This is an optimization exercise on Yosys and OpenROAD, whose aim is small area, not a production implementation.
The RTL was checked by simulation tests, not by an equivalence proof against the original design.

==> v11 <==
==> flow/design.v <==
`timescale 1ns/1ns
`default_nettype none
package max7219_pkg;
   localparam int C_MATRIX_NB     = 8;
   localparam int C_HALF_PERIOD   = 4;
   localparam int C_LOAD_DURATION = 4;
   localparam logic [7:0] C_REG_DIGIT0     = 8'h01;
   localparam logic [7:0] C_REG_DECODE     = 8'h09;
   localparam logic [7:0] C_REG_INTENSITY  = 8'h0A;
   localparam logic [7:0] C_REG_SCAN_LIMIT = 8'h0B;
   localparam logic [7:0] C_REG_SHUTDOWN   = 8'h0C;
   localparam logic [7:0] C_REG_TEST       = 8'h0F;
   typedef struct packed {
      logic [7:0] addr;
      logic [7:0] data;
   } max7219_word_t;
   typedef struct packed {
      max7219_word_t word;
      logic          last;
   } frame_word_t;
endpackage
`default_nettype wire
`timescale 1ns/1ns
`default_nettype none
package ctrl_pkg;
   localparam int C_RAM_ADDR_W = 8;
   typedef logic [C_RAM_ADDR_W-1:0] ram_addr_t;
   typedef struct packed {
      logic       display_test;
      logic [7:0] decode_mode;
      logic [7:0] intensity;
      logic [7:0] scan_limit;
      logic [7:0] shutdown;
   } cfg_t;
   typedef struct packed {
      logic                       me;
      logic                       we;
      ram_addr_t                  addr;
      logic [15:0]                wdata;
   } ram_req_t;
   typedef struct packed {
      ram_addr_t start_ptr;
      ram_addr_t last_ptr;
      logic      loop;
   } play_cmd_t;
endpackage
`default_nettype wire
`timescale 1ns/1ns
`default_nettype none
module max7219_serializer (
   input  wire        i_clk,
   input  wire        i_rst,
   input  wire        i_cfg_pend,
   input  wire        i_play_pend,
   input  wire        i_last_word,
   input  wire        i_fetch_ok,
   input  wire        i_bit,
   output logic       o_src_play,
   output logic [3:0] o_bit_idx,
   output logic       o_word_end,
   output logic       o_frame_end,
   output logic       o_max7219_clk,
   output logic       o_max7219_data,
   output logic       o_max7219_load
);
   typedef enum logic [1:0] {S_IDLE, S_SHIFT, S_LOAD} state_t;
   state_t     state_q;
   logic [2:0] word_q;
   logic [3:0] bit_q;
   logic [2:0] cyc_q;
   logic       data_q;
   logic       shift;
   logic       bit_end;
   logic       frm_last;
   assign shift    = (state_q == S_SHIFT);
   assign bit_end  = (bit_q == 4'd15) & (cyc_q == 3'd7);
   assign frm_last = (word_q == 3'd7) | i_last_word;
   always_ff @(posedge i_clk) begin
      if (i_rst) begin
         state_q <= S_IDLE;
      end else begin
         case (state_q)
            S_IDLE: begin
               if (i_cfg_pend | i_play_pend) begin
                  state_q <= S_SHIFT;
               end
            end
            S_SHIFT: begin
               if (bit_end & frm_last) begin
                  state_q <= S_LOAD;
               end
            end
            default: begin
               if (cyc_q[1:0] == 2'd3) begin
                  state_q <= S_IDLE;
               end
            end
         endcase
      end
   end
   always_ff @(posedge i_clk) begin
      if (state_q == S_IDLE) begin
         {word_q, bit_q, cyc_q} <= '0;
         o_src_play <= ~i_cfg_pend;
      end else begin
         {word_q, bit_q, cyc_q} <= {word_q, bit_q, cyc_q} + 10'd1;
      end
   end
   always_ff @(posedge i_clk) begin
      if (shift & ~cyc_q[2] & ~(cyc_q[1] & cyc_q[0]) & i_fetch_ok) begin
         data_q <= i_bit;
      end
   end
   assign o_bit_idx      = ~bit_q;
   assign o_frame_end    = (state_q == S_LOAD) & (cyc_q[1:0] == 2'd3);
   assign o_word_end     = (shift & bit_end & ~frm_last) | o_frame_end;
   assign o_max7219_clk  = shift & cyc_q[2];
   assign o_max7219_data = data_q;
   assign o_max7219_load = (state_q == S_LOAD);
endmodule
`default_nettype wire
`timescale 1ns/1ns
`default_nettype none
module ram_word (
   input  wire        i_clk,
   input  wire        i_clr_h,
   input  wire        i_clr_l,
   input  wire        i_set_h,
   input  wire        i_set_l,
   input  wire [15:0] i_data,
   output logic [15:0] o_q
);
   logic keep;
   logic set;
   assign keep = ~(i_clr_h & i_clr_l);
   assign set  = i_set_h & i_set_l;
   always_ff @(posedge i_clk) begin
      o_q <= (o_q & {16{keep}}) | (i_data & {16{set}});
   end
endmodule
module ram_group (
   input  wire        i_clk,
   input  wire        i_clr_h,
   input  wire [15:0] i_clr_l,
   input  wire        i_set_h,
   input  wire [15:0] i_set_l,
   input  wire [15:0] i_data,
   input  wire [15:0] i_rd_sel,
   output logic [15:0] o_rd
);
   logic [15:0] q [0:15];
   for (genvar j = 0; j < 16; j++) begin : g_word
      ram_word u_word (
         .i_clk   (i_clk),
         .i_clr_h (i_clr_h),
         .i_clr_l (i_clr_l[j]),
         .i_set_h (i_set_h),
         .i_set_l (i_set_l[j]),
         .i_data  (i_data),
         .o_q     (q[j])
      );
   end
   always_comb begin
      o_rd = '0;
      for (int j = 0; j < 16; j++) begin
         o_rd |= q[j] & {16{i_rd_sel[j]}};
      end
   end
endmodule
module static_ram (
   input  wire                          i_clk,
   input  wire ctrl_pkg::ram_req_t      i_ram,
   output max7219_pkg::max7219_word_t   o_rdata,
   input  wire ctrl_pkg::ram_addr_t     i_rd_addr,
   output logic [15:0]                  o_rd_word
);
   logic                wr;
   logic                pend_q;
   ctrl_pkg::ram_addr_t pend_addr_q;
   logic [15:0]         pend_data_q;
   logic                set_en;
   ctrl_pkg::ram_addr_t rd_addr;
   logic [15:0]         clr_h, clr_l, set_h, set_l, rd_h, rd_l;
   logic [15:0]         grp_rd [0:15];
   logic [15:0]         rd_sel [0:15];
   logic [15:0]         rd_mem;
   assign wr = i_ram.me & i_ram.we;
   always_ff @(posedge i_clk) begin
      pend_q      <= wr;
      pend_addr_q <= i_ram.addr;
      pend_data_q <= i_ram.wdata;
   end
   assign set_en = pend_q & ~(wr & (i_ram.addr == pend_addr_q));
   assign rd_addr = i_ram.me ? i_ram.addr : i_rd_addr;
   always_comb begin
      for (int i = 0; i < 16; i++) begin
         clr_h[i] = wr & (i_ram.addr[7:4] == 4'(i));
         clr_l[i] = (i_ram.addr[3:0] == 4'(i));
         set_h[i] = set_en & (pend_addr_q[7:4] == 4'(i));
         set_l[i] = (pend_addr_q[3:0] == 4'(i));
         rd_h[i]  = (rd_addr[7:4] == 4'(i));
         rd_l[i]  = (rd_addr[3:0] == 4'(i));
      end
      for (int i = 0; i < 16; i++) begin
         for (int j = 0; j < 16; j++) begin
            rd_sel[i][j] = rd_h[i] & rd_l[j];
         end
      end
   end
   for (genvar i = 0; i < 16; i++) begin : g_group
      ram_group u_group (
         .i_clk   (i_clk),
         .i_clr_h (clr_h[i]),
         .i_clr_l (clr_l),
         .i_set_h (set_h[i]),
         .i_set_l (set_l),
         .i_data  (pend_data_q),
         .i_rd_sel(rd_sel[i]),
         .o_rd    (grp_rd[i])
      );
   end
   always_comb begin
      rd_mem = '0;
      for (int i = 0; i < 16; i++) begin
         rd_mem |= grp_rd[i];
      end
   end
   assign o_rd_word = rd_mem | (pend_data_q & {16{pend_q & (rd_addr == pend_addr_q)}});
   always_ff @(posedge i_clk) begin
      if (i_ram.me & ~i_ram.we) begin
         o_rdata <= o_rd_word;
      end
   end
endmodule
`default_nettype wire
`timescale 1ns/1ns
`default_nettype none
module config_sequencer (
   input  wire                      i_clk,
   input  wire                      i_rst,
   input  wire ctrl_pkg::cfg_t      i_cfg,
   input  wire                      i_cfg_req,
   input  wire                      i_done,
   output logic                     o_pend,
   output logic                     o_cfg_ack,
   output logic [15:0]              o_word
);
   logic [2:0] idx_q;
   always_ff @(posedge i_clk) begin
      if (i_rst | ~i_cfg_req) begin
         idx_q <= '0;
      end else if (i_done) begin
         idx_q <= idx_q + 3'd1;
      end
   end
   always_comb begin
      case (idx_q)
         3'd0:    o_word = {max7219_pkg::C_REG_TEST, {7'd0, i_cfg.display_test}};
         3'd1:    o_word = {max7219_pkg::C_REG_DECODE, i_cfg.decode_mode};
         3'd2:    o_word = {max7219_pkg::C_REG_INTENSITY, i_cfg.intensity};
         3'd3:    o_word = {max7219_pkg::C_REG_SCAN_LIMIT, i_cfg.scan_limit};
         default: o_word = {max7219_pkg::C_REG_SHUTDOWN, i_cfg.shutdown};
      endcase
   end
   assign o_cfg_ack = (idx_q == 3'd5);
   assign o_pend    = i_cfg_req & ~o_cfg_ack;
endmodule
`default_nettype wire
`timescale 1ns/1ns
`default_nettype none
module static_player (
   input  wire                        i_clk,
   input  wire                        i_rst,
   input  wire ctrl_pkg::play_cmd_t   i_play,
   input  wire                        i_play_en,
   input  wire                        i_word_end,
   input  wire                        i_frame_end,
   output logic                       o_busy,
   output ctrl_pkg::ram_addr_t        o_ptr,
   output logic                       o_at_last
);
   logic en_q;
   logic stop;
   assign o_at_last = (o_ptr == i_play.last_ptr);
   assign stop      = i_play.loop ? ~i_play_en : o_at_last;
   always_ff @(posedge i_clk) begin
      en_q <= i_play_en;
      if (i_rst) begin
         o_busy <= 1'b0;
      end else if (~o_busy) begin
         if (i_play_en & ~en_q) begin
            o_busy <= 1'b1;
         end
      end else if (i_frame_end & stop) begin
         o_busy <= 1'b0;
      end
   end
   always_ff @(posedge i_clk) begin
      if (~o_busy) begin
         o_ptr <= i_play.start_ptr;
      end else if (i_word_end) begin
         o_ptr <= o_at_last ? i_play.start_ptr : o_ptr + ctrl_pkg::ram_addr_t'(1);
      end
   end
endmodule
`default_nettype wire
`timescale 1ns/1ns
`default_nettype none
module max7219_display_controller (
   input  wire                        i_clk,
   input  wire                        i_rst,
   input  wire ctrl_pkg::cfg_t        i_cfg,
   input  wire                        i_cfg_req,
   output logic                       o_cfg_ack,
   input  wire ctrl_pkg::ram_req_t    i_ram,
   output max7219_pkg::max7219_word_t o_rdata,
   input  wire ctrl_pkg::play_cmd_t   i_play,
   input  wire                        i_play_en,
   output logic                       o_busy,
   output logic                       o_max7219_clk,
   output logic                       o_max7219_data,
   output logic                       o_max7219_load
);
   ctrl_pkg::ram_addr_t ptr_q;
   logic [15:0]         rd_word;
   logic [15:0]         cfg_word;
   logic [2:0]          cfg_idx_q;
   logic                src_play_q;
   logic [3:0]          bit_idx;
   logic                ser_bit;
   logic                fetch_ok;
   logic                word_end;
   logic                frame_end;
   logic                last_word;
   logic                at_last;
   logic                cfg_pend;
   logic                busy_q;
   static_ram static_ram_inst (
      .i_clk     (i_clk),
      .i_ram     (i_ram),
      .o_rdata   (o_rdata),
      .i_rd_addr (ptr_q),
      .o_rd_word (rd_word)
   );
   config_sequencer config_sequencer_inst (
      .i_clk     (i_clk),
      .i_rst     (i_rst),
      .i_cfg     (i_cfg),
      .i_cfg_req (i_cfg_req),
      .i_done    (frame_end & ~src_play_q),
      .o_pend    (cfg_pend),
      .o_cfg_ack (o_cfg_ack),
      .o_word    (cfg_word)
   );
   static_player static_player_inst (
      .i_clk      (i_clk),
      .i_rst      (i_rst),
      .i_play     (i_play),
      .i_play_en  (i_play_en),
      .i_word_end (word_end & src_play_q),
      .i_frame_end(frame_end & src_play_q),
      .o_busy     (busy_q),
      .o_ptr      (ptr_q),
      .o_at_last  (at_last)
   );
   assign last_word = src_play_q ? at_last : 1'b0;
   assign ser_bit   = src_play_q ? rd_word[bit_idx] : cfg_word[bit_idx];
   assign fetch_ok  = ~src_play_q | ~i_ram.me;
   max7219_serializer max7219_serializer_inst (
      .i_clk       (i_clk),
      .i_rst       (i_rst),
      .i_cfg_pend  (cfg_pend),
      .i_play_pend (busy_q),
      .i_last_word (last_word),
      .i_fetch_ok  (fetch_ok),
      .i_bit       (ser_bit),
      .o_src_play  (src_play_q),
      .o_bit_idx   (bit_idx),
      .o_word_end  (word_end),
      .o_frame_end (frame_end),
      .o_max7219_clk  (o_max7219_clk),
      .o_max7219_data (o_max7219_data),
      .o_max7219_load (o_max7219_load)
   );
   assign o_busy = busy_q;
endmodule
`default_nettype wire
`timescale 1ns/1ns
`default_nettype none
module max7219_top (
   input  wire        i_clk,
   input  wire        i_rst,
   input  wire [32:0] i_cfg,
   input  wire        i_cfg_req,
   output wire        o_cfg_ack,
   input  wire        i_ram_me,
   input  wire        i_ram_we,
   input  wire [7:0]  i_ram_addr,
   input  wire [15:0] i_ram_wdata,
   output wire [15:0] o_rdata,
   input  wire [7:0]  i_play_start,
   input  wire [7:0]  i_play_last,
   input  wire        i_play_loop,
   input  wire        i_play_en,
   output wire        o_busy,
   output wire        o_max7219_clk,
   output wire        o_max7219_data,
   output wire        o_max7219_load
);
   max7219_display_controller u_ctrl (
      .i_clk          (i_clk),
      .i_rst          (i_rst),
      .i_cfg          (i_cfg),
      .i_cfg_req      (i_cfg_req),
      .o_cfg_ack      (o_cfg_ack),
      .i_ram          ({i_ram_me, i_ram_we, i_ram_addr, i_ram_wdata}),
      .o_rdata        (o_rdata),
      .i_play         ({i_play_start, i_play_last, i_play_loop}),
      .i_play_en      (i_play_en),
      .o_busy         (o_busy),
      .o_max7219_clk  (o_max7219_clk),
      .o_max7219_data (o_max7219_data),
      .o_max7219_load (o_max7219_load)
   );
endmodule
`default_nettype wire
==> flow/run.sh <==
#!/bin/bash
# synth_recipe.tcl (not shown) runs the flow's synth.tcl, then flattens the netlist and writes it again
# the make line also repeats each setting of config.mk as NAME=value (left out here)
make -C /OpenROAD-flow-scripts/flow DESIGN_CONFIG=/design/flow/config.mk WORK_HOME=/design/flow/orfs CLKGATE_MAP_FILE= SYNTH_SCRIPT=/design/flow/synth_recipe.tcl finish
==> flow/config.mk <==
export PLATFORM = sky130hd
export DESIGN_NAME = max7219_top
export DESIGN_NICKNAME = max7219_top
export VERILOG_FILES = /design/flow/design.v
export SDC_FILE = /design/flow/constraint.sdc
export NUM_CORES = 4
export LEC_CHECK = 0
export CAP_MARGIN = 20
export CORE_MARGIN = 2
export CORE_UTILIZATION = 40
export SLEW_MARGIN = 20
export SYNTH_HIERARCHICAL = 1
==> flow/constraint.sdc <==
create_clock -name core_clock -period 10.0 [get_ports {i_clk}]
set_input_delay 2.0000 -clock core_clock [delete_from_list [all_inputs] [get_ports {i_clk}]]
set_output_delay 2.0000 -clock core_clock [all_outputs]
set_load 0.01 [all_outputs]
==> v5: changes against v11 <==
==> flow/design.v, changed modules only <==
module static_ram (
   input  wire                          i_clk,
   input  wire ctrl_pkg::ram_req_t      i_ram,
   output max7219_pkg::max7219_word_t   o_rdata,
   input  wire ctrl_pkg::ram_addr_t     i_rd_addr,
   output logic [15:0]                  o_rd_word
);
   localparam int N = 2**ctrl_pkg::C_RAM_ADDR_W;
   logic [15:0]         mem [0:N-1];
   logic                wr;
   logic                pend_q;
   ctrl_pkg::ram_addr_t pend_addr_q;
   logic [15:0]         pend_data_q;
   logic                set_en;
   ctrl_pkg::ram_addr_t rd_addr;
   logic [15:0]         rd_mem;
   assign wr = i_ram.me & i_ram.we;
   always_ff @(posedge i_clk) begin
      pend_q      <= wr;
      pend_addr_q <= i_ram.addr;
      pend_data_q <= i_ram.wdata;
   end
   assign set_en = pend_q & ~(wr & (i_ram.addr == pend_addr_q));
   for (genvar k = 0; k < N; k++) begin : g_word
      logic clr;
      logic set;
      assign clr = wr & (i_ram.addr == ctrl_pkg::ram_addr_t'(k));
      assign set = set_en & (pend_addr_q == ctrl_pkg::ram_addr_t'(k));
      always_ff @(posedge i_clk) begin
         mem[k] <= (mem[k] & {16{~clr}}) | (pend_data_q & {16{set}});
      end
   end
   assign rd_addr = i_ram.me ? i_ram.addr : i_rd_addr;
   assign rd_mem = mem[rd_addr];
   assign o_rd_word = rd_mem | (pend_data_q & {16{pend_q & (rd_addr == pend_addr_q)}});
   always_ff @(posedge i_clk) begin
      if (i_ram.me & ~i_ram.we) begin
         o_rdata <= o_rd_word;
      end
   end
endmodule
// module ram_word removed
// module ram_group removed
- SYNTH_HIERARCHICAL: 1 -> not set
==> comparison table <==
|  | v5 | v11 |
|---|---|---|
| Sequential-to-total area share from yosys stat | 54.0% | 53.0% |
| Cell area after placement | 0.174 mm2 | 0.158 mm2 |
| Complex-gate fraction of the synthesized area | 34.5% | 34.6% |
| Area share of the largest cell type after synthesis | 53.5% | 52.5% |
| Total I/O pin count | 101 | 101 |
| Status | stopped before the end | no timing/DRC/antenna violations |
| Last stage reached | 5_1_grt | - |
| Syn. warnings | 5 | 16 |
| Proportion of synthesized area in mux cells | 0.0938% | 0.227% |
| Synthesized cell area | 0.155 mm2 | 0.158 mm2 |
| Number of CTS-inserted buffers | 447 | 428 |
| Number of instances in the synthesized netlist | 14.3k | 13.2k |
| Placed instance count | 19.8k | 17.6k |
| Mean cell area of the mapped netlist | 10.8 um2 | 12.0 um2 |
| Basic-gate share of the synthesized area counting and, or, nand and nor cells | 7.49% | 4.70% |
| Core Rows | 228 | 230 |
| Setup WS pre-CTS | 0.505 ns | 1.53 ns |
| Vertical die dimension | 626 um | 632 um |
| Die Span X | 626 um | 632 um |
| Unique masters post-synth | 81 | 65 |
| XOR/XNOR share of the synthesized area | 0.209% | 0.177% |
| Hpwl dp | 1,330,000 um | 385,000 um |
| Weighted congestion at the end of routability-driven global placement | 1.55 | 0.961 |
| Post-synthesis share of cell area spent on full adders, half adders and majority gates | 0.0647% | 0.0634% |
| Initial standard-cell utilization of the core | 40.2% | 40.2% |

==> re-timing with driven ports <==
The results above use ideal ports. As a check the final layout listed here was re-extracted and re-timed, cells and wires unchanged. Step 1 assumes that a clkbuf_16 drives the clock port and a buf_2 every other input. Step 2 times the ports against the registers' clock, not the clock port: input delays grow and output delays shrink by t, the midpoint of the rising clock arrivals with the driver on. a / b / c = no drivers / after step 1 / after step 2; a / b = the first two.
run: v11
t, ns: 1.111
slack for setup (ns): 2.132 / 2.035 / 0.924
clock arrival spread, ns: 0.055 / 0.055
pins driven straight from the clock port: 1
After both steps v11 still meets setup and hold. The setup slack of v11 moves by -0.097 ns with the drivers and by -1.208 ns with both steps.
